Source: an optimization exercise on an open RTL-to-GDS flow (aim: small area). Production flows keep margins and buffers that such runs may drop. The RTL was checked by simulation tests, not by an equivalence proof against the original design. Power is estimated from default activity; no workload was simulated. The flow treats the clock pin as an ideal source, which a real chip does not have.

==> flow/design.v <==
package laser_log_pkg;
	typedef struct packed {
		logic signed [16-1:0] adc0;
		logic signed [16-1:0] adc1;
	} adc_sample_t;
	typedef struct packed {
		logic                   wr;    
		logic [16-1:0] data;  
	} fifo_wr_t;
	typedef struct packed {
		logic [16-3-1:0] dropped;  
		logic [3-1:0]             din;
	} status_t;
	typedef struct packed {
		logic [16-1:0]  diff;    
		logic [16-1:0]  adc1;    
		logic [16-1:0]  adc0;    
		status_t                status;  
		logic [16-1:0] seq_hi;  
		logic [16-1:0] seq_lo;  
	} frame_fields_t;
	typedef union packed {
		logic [6-1:0][16-1:0] words;
		frame_fields_t                                 fields;
	} log_frame_u;
endpackage
`timescale 1ns/1ps
module ext_clk_conditioner (
	input  logic clk1,
	input  logic arst_n,
	input  logic ext_clk_pin,  
	output logic ext_tick      
);
	localparam int SYNC = 4;
	logic [SYNC-1:0] sync_q;  
	logic            fall_q;  
	always_ff @(posedge clk1 or negedge arst_n) begin
		if (!arst_n) begin
			sync_q   <= '0;
			fall_q   <= 1'b0;
			ext_tick <= 1'b0;
		end else begin
			sync_q   <= {sync_q[SYNC-2:0], ext_clk_pin};  
			fall_q   <= sync_q[SYNC-1] & ~sync_q[SYNC-2];  
			ext_tick <= fall_q;
		end
	end
endmodule
`timescale 1ns/1ps
module frame_logger #(
	parameter int DEPTH = 64  
) (
	input  logic                          clk1,
	input  logic                          arst_n,
	input  logic                          ext_tick,
	input  logic [3-1:0]         din,
	input  laser_log_pkg::adc_sample_t    adc,
	input  logic [$clog2(DEPTH):0]        level,    
	output logic                          start,    
	output logic [3*16-1:0]      rec,      
	output logic                          wr        
);
	localparam int CNT_W  = $clog2(DEPTH) + 1;
	localparam int NWORDS = 6;
	localparam int DROP_W = 16 - 3;
	logic [3-1:0] din_q;    
	logic [DROP_W-1:0]     dropped;  
	logic [2:0]            wcnt;     
	logic                  busy;
	logic                  room;
	logic                  skip;
	assign busy  = (wcnt != 3'd0);
	assign room  = (level <= CNT_W'(DEPTH - NWORDS));
	assign start = ext_tick & ~busy & room;
	assign skip  = ext_tick & ~start;
	assign wr    = busy;
	assign rec   = {dropped, din_q, adc.adc0, adc.adc1};
	always_ff @(posedge clk1)
		din_q <= din;
	always_ff @(posedge clk1 or negedge arst_n) begin
		if (!arst_n) begin
			dropped <= '0;
			wcnt    <= '0;
		end else begin
			if (skip && dropped != '1)
				dropped <= dropped + 1'b1;
			if (start)
				wcnt <= 3'(NWORDS);
			else if (busy)
				wcnt <= wcnt - 1'b1;
		end
	end
endmodule
`timescale 1ns/1ps
module word_fifo #(
	parameter int DEPTH = 64
) (
	input  logic                       clk1,
	input  logic                       arst_n,
	input  logic                       start,   
	input  logic [3*16-1:0]   rec,
	input  logic                       wr,      
	input  logic                       pop,     
	output logic [16-1:0]     shown,   
	output logic                       empty,
	output logic [$clog2(DEPTH):0]     level    
);
	localparam int CNT_W = $clog2(DEPTH) + 1;
	localparam int W     = 16;
	localparam int RW    = 3 * W;
	logic [RW-1:0]    ring [3][3];
	logic [RW-1:0]    stage_q;   
	logic             stage_v;
	logic [RW-1:0]    head_q;    
	logic             head_v;
	logic [1:0]       phase;     
	logic [1:0]       w_cls, w_slot;  
	logic [1:0]       r_cls, r_slot;  
	logic             ring_full;  
	logic             ring_any;   
	logic [2:0]       rd_idx;    
	logic [2*W-1:0]   rd_seq;    
	logic [CNT_W-1:0] count;
	logic             pull;
	logic             last;      
	logic             want;      
	logic             take_st;   
	logic             take_rg;   
	logic             ins;       
	logic [RW-1:0]    tap;
	assign empty = (count == '0);
	assign level = count;
	assign pull  = pop & ~empty;
	assign last  = pull & (rd_idx == 3'd5);
	assign ring_any = ring_full | (w_cls != r_cls) | (w_slot != r_slot);
	assign want     = ~head_v;
	assign take_rg  = want & ring_any & (phase == r_slot);
	assign take_st  = want & ~ring_any & stage_v;
	assign ins      = stage_v & ~take_st & (~ring_full | take_rg) & (phase == w_slot);
	always_comb begin
		case (r_cls)
			2'd0:    tap = ring[0][0];
			2'd1:    tap = ring[1][0];
			default: tap = ring[2][0];
		endcase
	end
	always_comb begin
		case (rd_idx)
			3'd1:    shown = rd_seq[W-1:0];
			3'd2:    shown = rd_seq[2*W-1:W];
			3'd3:    shown = head_q[3*W-1:2*W];
			3'd4:    shown = head_q[2*W-1:W];
			3'd5:    shown = head_q[W-1:0];
			default: shown = head_q[2*W-1:W] - head_q[W-1:0];
		endcase
	end
	always_ff @(posedge clk1) begin
		for (int r = 0; r < 3; r++) begin
			ring[r][0] <= ring[r][1];
			ring[r][1] <= ring[r][2];
			ring[r][2] <= (ins && w_cls == 2'(r)) ? stage_q : ring[r][0];
		end
		if (start)
			stage_q <= rec;
		if (take_st)
			head_q <= stage_q;
		else if (take_rg)
			head_q <= tap;
	end
	always_ff @(posedge clk1 or negedge arst_n) begin
		if (!arst_n) begin
			phase   <= '0;
			stage_v <= 1'b0;
			head_v  <= 1'b0;
			w_cls   <= '0;
			w_slot  <= '0;
			r_cls   <= '0;
			r_slot  <= '0;
			ring_full <= 1'b0;
			rd_idx  <= '0;
			rd_seq  <= '0;
			count   <= '0;
		end else begin
			phase <= ((phase == 2'd2) ? 2'd0 : phase + 2'd1);
			if (start)
				stage_v <= 1'b1;
			else if (ins || take_st)
				stage_v <= 1'b0;
			if (ins || take_st) begin
				w_cls <= ((w_cls == 2'd2) ? 2'd0 : w_cls + 2'd1);
				if (w_cls == 2'd2)
					w_slot <= ((w_slot == 2'd2) ? 2'd0 : w_slot + 2'd1);
			end
			if (take_rg || take_st) begin
				r_cls <= ((r_cls == 2'd2) ? 2'd0 : r_cls + 2'd1);
				if (r_cls == 2'd2)
					r_slot <= ((r_slot == 2'd2) ? 2'd0 : r_slot + 2'd1);
			end
			if (take_rg || take_st)
				head_v <= 1'b1;
			else if (last)
				head_v <= 1'b0;
			if (take_rg && !ins)
				ring_full <= 1'b0;
			else if (ins && !take_rg)
				ring_full <= ({((w_cls == 2'd2) ? ((w_slot == 2'd2) ? 2'd0 : w_slot + 2'd1) : w_slot),
				               ((w_cls == 2'd2) ? 2'd0 : w_cls + 2'd1)} == {r_slot, r_cls});
			if (pull) begin
				if (last) begin
					rd_idx <= '0;
					rd_seq <= rd_seq + 1'b1;
				end else begin
					rd_idx <= rd_idx + 1'b1;
				end
			end
			case ({wr, pull})
				2'b10:   count <= count + 1'b1;
				2'b01:   count <= count - 1'b1;
				default: count <= count;
			endcase
		end
	end
endmodule
`timescale 1ns/1ps
module host_pipe_port (
	input  logic                   clk1,
	input  logic                   arst_n,
	input  logic                   pipe_read,      
	input  logic [16-1:0] shown,          
	input  logic                   empty,
	output logic                   pop,
	output logic [16-1:0] pipe_data,
	output logic                   pipe_valid,     
	output logic                   pipe_empty,
	output logic                   pipe_underrun   
);
	assign pop        = pipe_read & ~empty;  
	assign pipe_empty = empty;
	assign pipe_data  = shown;  
	always_ff @(posedge clk1 or negedge arst_n) begin
		if (!arst_n) begin
			pipe_valid    <= 1'b0;
			pipe_underrun <= 1'b0;
		end else begin
			pipe_valid <= pop;  
			if (pipe_read && empty)
				pipe_underrun <= 1'b1;
		end
	end
endmodule
`timescale 1ns/1ps
module laser_log_top #(
	parameter int DEPTH = 64
) (
	input  logic                       clk1,
	input  logic                       arst_n,
	input  logic                       ext_clk_pin,
	input  logic [3-1:0]      din,
	input  logic [2*16-1:0]    adc,            
	input  logic                       pipe_read,
	output logic [16-1:0]     pipe_data,
	output logic                       pipe_valid,
	output logic                       pipe_empty,
	output logic                       pipe_underrun
);
	logic                       ext_tick;
	logic                       start;
	logic [3*16-1:0]   rec;
	logic                       wr;
	logic [$clog2(DEPTH):0]     level;
	logic [16-1:0]     shown;
	logic                       empty;
	logic                       pop;
	laser_log_pkg::adc_sample_t adc_s;
	assign adc_s = adc;
	ext_clk_conditioner u_ext_clk (
		.clk1        (clk1),
		.arst_n      (arst_n),
		.ext_clk_pin (ext_clk_pin),
		.ext_tick    (ext_tick)
	);
	frame_logger #(.DEPTH(DEPTH)) u_logger (
		.clk1     (clk1),
		.arst_n   (arst_n),
		.ext_tick (ext_tick),
		.din      (din),
		.adc      (adc_s),
		.level    (level),
		.start    (start),
		.rec      (rec),
		.wr       (wr)
	);
	word_fifo #(.DEPTH(DEPTH)) u_fifo (
		.clk1   (clk1),
		.arst_n (arst_n),
		.start  (start),
		.rec    (rec),
		.wr     (wr),
		.pop    (pop),
		.shown  (shown),
		.empty  (empty),
		.level  (level)
	);
	host_pipe_port u_pipe (
		.clk1          (clk1),
		.arst_n        (arst_n),
		.pipe_read     (pipe_read),
		.shown         (shown),
		.empty         (empty),
		.pop           (pop),
		.pipe_data     (pipe_data),
		.pipe_valid    (pipe_valid),
		.pipe_empty    (pipe_empty),
		.pipe_underrun (pipe_underrun)
	);
endmodule
clock: 8.0 ns
lec_check: 0
cap_margin: 20
core_margin: 2
core_utilization: 65
slew_margin: 20
standard.sh (not shown) runs the stock make flow with config.mk's settings and CLKGATE_MAP_FILE= SYNTH_SCRIPT=/design/flow/synth_recipe.tcl, a recipe that flattens the netlist after the stock synthesis.
==> flow/flow/run.sh <==
#!/bin/bash
# Standard layout (the standard.sh, unchanged synthesis) with two changes:
# clock tree synthesis without dummy loads and with sink clusters of up to
# 25 flops, and plain buf_1 cells as the port buffers.
set -euo pipefail
bash standard.sh finish \
	"CTS_ARGS=-sink_clustering_enable -repair_clock_nets -dont_use_dummy_load -sink_clustering_size 20 -sink_clustering_max_diameter 60 -buf_list sky130_fd_sc_hd__clkbuf_8" \
	"BUFFER_PORTS_ARGS=-inputs -outputs -buffer_cell sky130_fd_sc_hd__buf_1" \
	> make.log 2>&1
The starting point completed without violations.
Change:
==> flow/run.sh (new file) <==
#!/bin/bash
# synth_recipe.tcl (not shown) runs the flow's synth.tcl, then flattens the netlist and writes it again
# the make line also repeats each setting of config.mk as NAME=value (left out here)
make -C /OpenROAD-flow-scripts/flow DESIGN_CONFIG=/design/flow/config.mk WORK_HOME=/design/flow/orfs CLKGATE_MAP_FILE= SYNTH_SCRIPT=/design/flow/synth_recipe.tcl finish
Settings changed: CORE_UTILIZATION 65 to 40, CTS_CLUSTER_DIAMETER set to 100, CTS_CLUSTER_SIZE set to 30.
removed: flow/flow/run.sh
removed: flow/standard.sh
After rerunning:
- cell area came out higher by a few percent
- cell count came out higher by about a fifth
- via count came out lower slightly
- die area came out higher by well over a third
- non-clock buffer count came out lower by 2
- count of clock-buffer cells in the layout came out higher by 1
Change:
==> flow/flow/run.sh (new file) <==
#!/bin/bash
# The standard layout (standard.sh) with three changes:
#  - synthesis maps logic with an area-oriented ABC script (flow/synth.tcl);
#  - clock tree synthesis inserts no dummy loads and clusters up to 30 flops;
#  - the port buffers are plain buf_1 cells.
# make's full output goes to make.log, each step's log to orfs/logs/.
set -euo pipefail
export FLOW_SYNTH_TCL="$PWD/synth_recipe.tcl"
export AREA_ABC_SCRIPT="$PWD/flow/area.abc"
bash standard.sh finish \
	"SYNTH_SCRIPT=$PWD/flow/synth.tcl" \
	"CTS_ARGS=-sink_clustering_enable -repair_clock_nets -dont_use_dummy_load -sink_clustering_size 30 -sink_clustering_max_diameter 100" \
	"BUFFER_PORTS_ARGS=-inputs -outputs -buffer_cell sky130_fd_sc_hd__buf_1" \
	> make.log 2>&1
==> flow/flow/area.abc (new file) <==
strash
dc2
dc2
dch -f
amap
topo
==> flow/flow/synth.tcl (new file) <==
# The standard synthesis script, with ABC's technology mapping run on an
# area script (flow/area.abc) in place of ORFS's speed script. Registers are
# mapped before ABC runs, so they keep the standard synthesis's names and cells.
proc abc {args} {
	set i [lsearch -exact $args -script]
	if {$i >= 0} {
		set args [lreplace $args [expr {$i + 1}] [expr {$i + 1}] $::env(AREA_ABC_SCRIPT)]
	}
	yosys abc {*}$args
}
source $::env(FLOW_SYNTH_TCL)
==> flow/standard.sh (new file) <==
#!/bin/bash
# synth_recipe.tcl (not shown) runs the flow's synth.tcl, then flattens the netlist and writes it again
# the make line also repeats each setting of config.mk as NAME=value (left out here)
make -C /OpenROAD-flow-scripts/flow DESIGN_CONFIG=/design/flow/config.mk WORK_HOME=/design/flow/orfs CLKGATE_MAP_FILE= SYNTH_SCRIPT=/design/flow/synth_recipe.tcl "${@:-finish}"
Settings changed: CORE_UTILIZATION 40 to 80, CTS_CLUSTER_DIAMETER 100 to unset, CTS_CLUSTER_SIZE 30 to unset.
removed: flow/run.sh
After rerunning: Via count grows by 13%. Clock power shrinks by about 8%. Setup slack gets worse by 930 ps. Total power grows by 5.4%. Die area shrinks by 53%. Worst hold slack gets worse by 21 ps. Routed wire length grows by 13%. Critical path depth grows by 20. Non-clock buffer count grows by 7. Utilization grows by 44 points.
Change:
==> flow/run.sh (new file) <==
#!/bin/bash
# synth_recipe.tcl (not shown) runs the flow's synth.tcl, then flattens the netlist and writes it again
# the make line also repeats each setting of config.mk as NAME=value (left out here)
make -C /OpenROAD-flow-scripts/flow DESIGN_CONFIG=/design/flow/config.mk WORK_HOME=/design/flow/orfs CLKGATE_MAP_FILE= SYNTH_SCRIPT=/design/flow/synth_recipe.tcl finish
Settings changed: CORE_UTILIZATION 80 to 65, CTS_CLUSTER_DIAMETER set to 100, CTS_CLUSTER_SIZE set to 25.
removed: flow/flow/run.sh
removed: flow/flow/area.abc
removed: flow/flow/synth.tcl
removed: flow/standard.sh
After rerunning:
- sequential share of layout area decreases by 5.7 points
- synthesized area is higher by a little under a tenth
- wire length drops by about a fifth
- critical path depth fell by 20
- die area came out higher by a quarter to a third


// laser_log_top: RTL as listed in full above, without the edits since
export LEC_CHECK = 0
export CAP_MARGIN = 20
export CORE_MARGIN = 2
export CORE_UTILIZATION = 65
export SLEW_MARGIN = 20
create_clock -name core_clock -period 8.0 [get_ports {clk1}]
==> flow/flow/run.sh <==
#!/bin/bash
# The standard layout (standard.sh) with three changes:
#  - synthesis maps logic with an area-oriented ABC script (flow/synth.tcl);
#  - clock tree synthesis inserts no dummy loads and clusters up to 28 flops;
#  - the port buffers are plain buf_1 cells.
# make's full output goes to make.log, each step's log to orfs/logs/.
set -euo pipefail
export FLOW_SYNTH_TCL="$PWD/synth_recipe.tcl"
export AREA_ABC_SCRIPT="$PWD/flow/area.abc"
bash standard.sh finish \
	"SYNTH_SCRIPT=$PWD/flow/synth.tcl" \
	"CTS_ARGS=-sink_clustering_enable -repair_clock_nets -dont_use_dummy_load -sink_clustering_size 28 -sink_clustering_max_diameter 100" \
	"BUFFER_PORTS_ARGS=-inputs -outputs -buffer_cell sky130_fd_sc_hd__buf_1" \
	> make.log 2>&1
==> flow/flow/area.abc <==
strash
dc2
dc2
dch -f
amap -A 20 -F 4
topo
==> flow/flow/synth.tcl <==
# The standard synthesis script, with ABC's technology mapping run on an
# area script (flow/area.abc) in place of ORFS's speed script. Registers are
# mapped before ABC runs, so they keep the standard synthesis's names and cells.
proc abc {args} {
	set i [lsearch -exact $args -script]
	if {$i >= 0} {
		set args [lreplace $args [expr {$i + 1}] [expr {$i + 1}] $::env(AREA_ABC_SCRIPT)]
	}
	yosys abc {*}$args
}
source $::env(FLOW_SYNTH_TCL)
The baseline finished clean.
Edit:
==> flow/flow/run.sh (replaced) <==
#!/bin/bash
# Standard layout (the standard.sh, unchanged synthesis) with two changes:
# clock tree synthesis without dummy loads and with sink clusters of up to
# 25 flops, and plain buf_1 cells as the port buffers.
set -euo pipefail
bash standard.sh finish \
	"CTS_ARGS=-sink_clustering_enable -repair_clock_nets -dont_use_dummy_load -sink_clustering_size 30 -sink_clustering_max_diameter 100" \
	"BUFFER_PORTS_ARGS=-inputs -outputs -buffer_cell sky130_fd_sc_hd__buf_1" \
	> make.log 2>&1
removed: flow/flow/area.abc
removed: flow/flow/synth.tcl
Effect: Final cell count barely changes. Sequential power is about the same. Non-clock buffer count goes down by 4. Synthesized area rises by 8.4%. Critical path depth shrinks by 21.
Edit:
==> flow/flow/run.sh (replaced) <==
#!/bin/bash
# The standard layout (standard.sh) with three changes:
#  - synthesis maps logic with an area-oriented ABC script (flow/synth.tcl);
#  - clock tree synthesis inserts no dummy loads and clusters up to 30 flops;
#  - the port buffers are plain buf_1 cells.
# make's full output goes to make.log, each step's log to orfs/logs/.
set -euo pipefail
export FLOW_SYNTH_TCL="$PWD/synth_recipe.tcl"
export AREA_ABC_SCRIPT="$PWD/flow/area.abc"
bash standard.sh finish \
	"SYNTH_SCRIPT=$PWD/flow/synth.tcl" \
	"CTS_ARGS=-sink_clustering_enable -repair_clock_nets -dont_use_dummy_load -sink_clustering_size 30 -sink_clustering_max_diameter 100" \
	"BUFFER_PORTS_ARGS=-inputs -outputs -buffer_cell sky130_fd_sc_hd__buf_1" \
	> make.log 2>&1
==> flow/flow/area.abc (new file) <==
strash
dc2
dc2
dch -f
amap
topo
==> flow/flow/synth.tcl (new file) <==
# The standard synthesis script, with ABC's technology mapping run on an
# area script (flow/area.abc) in place of ORFS's speed script. Registers are
# mapped before ABC runs, so they keep the standard synthesis's names and cells.
proc abc {args} {
	set i [lsearch -exact $args -script]
	if {$i >= 0} {
		set args [lreplace $args [expr {$i + 1}] [expr {$i + 1}] $::env(AREA_ABC_SCRIPT)]
	}
	yosys abc {*}$args
}
source $::env(FLOW_SYNTH_TCL)
Effect:
- clock power is about the same
- routed wire length grows slightly
- sequential power grows by a little under a tenth
- worst setup slack gets worse by 0.95 ns
- synthesized area shrinks by a little under a tenth
- die area shrinks by a little under a tenth
Edit:
==> flow/flow/run.sh (replaced) <==
#!/bin/bash
# Standard layout (the standard.sh, unchanged synthesis) with two changes:
# clock tree synthesis without dummy loads and with sink clusters of up to
# 25 flops, and plain buf_1 cells as the port buffers.
set -euo pipefail
bash standard.sh finish \
	"CTS_ARGS=-sink_clustering_enable -repair_clock_nets -dont_use_dummy_load -sink_clustering_size 25 -sink_clustering_max_diameter 100" \
	"BUFFER_PORTS_ARGS=-inputs -outputs -buffer_cell sky130_fd_sc_hd__buf_1" \
	> make.log 2>&1
removed: flow/flow/area.abc
removed: flow/flow/synth.tcl
After rerunning:
- final area rises by 6.2%
- flip-flop and latch count does not change
- die area increases by 7.9%
- clock-buffer cell count increases by 4
- routed wire length went down by 2.1%
- worst hold slack gains 0.052 ns
- global-route usage went down by 2.1 points
- synthesized cell count is higher by 3.4%
- register-to-register slack improves by 2.0 ns
- via count went down by 5.3%

## re-timing with driven ports
No port has a modelled driver above. Below, the same layouts with a new extraction and two added sets of constraints.
Step 1 (the two cells are an assumption about what drives the block):
set clk [get_ports {clk1}]
set_driving_cell -lib_cell sky130_fd_sc_hd__clkbuf_16 $clk
set_driving_cell -lib_cell sky130_fd_sc_hd__buf_2 [delete_from_list [all_inputs] $clk]
Step 2 adds t to the input delays and takes it off the output delays; t is the mean of the earliest and latest rising clock arrival at the registers after step 1. Input paths then give back, and output paths get back, about the clock's delay inside the block.
a / b / c = no drivers / after step 1 / after step 2; a / b = the first two.
| run | t, ns | slack for setup (ns) | worst data-port slew with drivers (ns) |
|---|---|---|---|
| the first run of note 1 | 0.585 | 2.866 / 2.819 / 3.403 | 0.03 |
| the second run of note 1 | 0.633 | 2.453 / 2.397 / 3.030 | 0.05 |
| the third run of note 1 | 0.605 | 1.522 / 1.546 / 0.941 | 0.05 |
| the fourth run of note 1 | 0.641 | 2.304 / 2.253 / 2.894 | 0.04 |
| the first run of note 2 | 0.613 | 2.109 / 2.055 / 1.987 | 0.05 |
| the second run of note 2 | 0.607 | 2.874 / 2.825 / 3.432 | 0.04 |
| the third run of note 2 | 0.602 | 1.928 / 1.880 / 1.643 | 0.03 |
| the fourth run of note 2 | 0.609 | 2.882 / 2.832 / 3.441 | 0.03 |
After both steps every run listed still meets setup and hold. The setup slack of the third run of note 1, which loses most, moves by +0.024 ns with the drivers and by -0.581 ns with both steps.
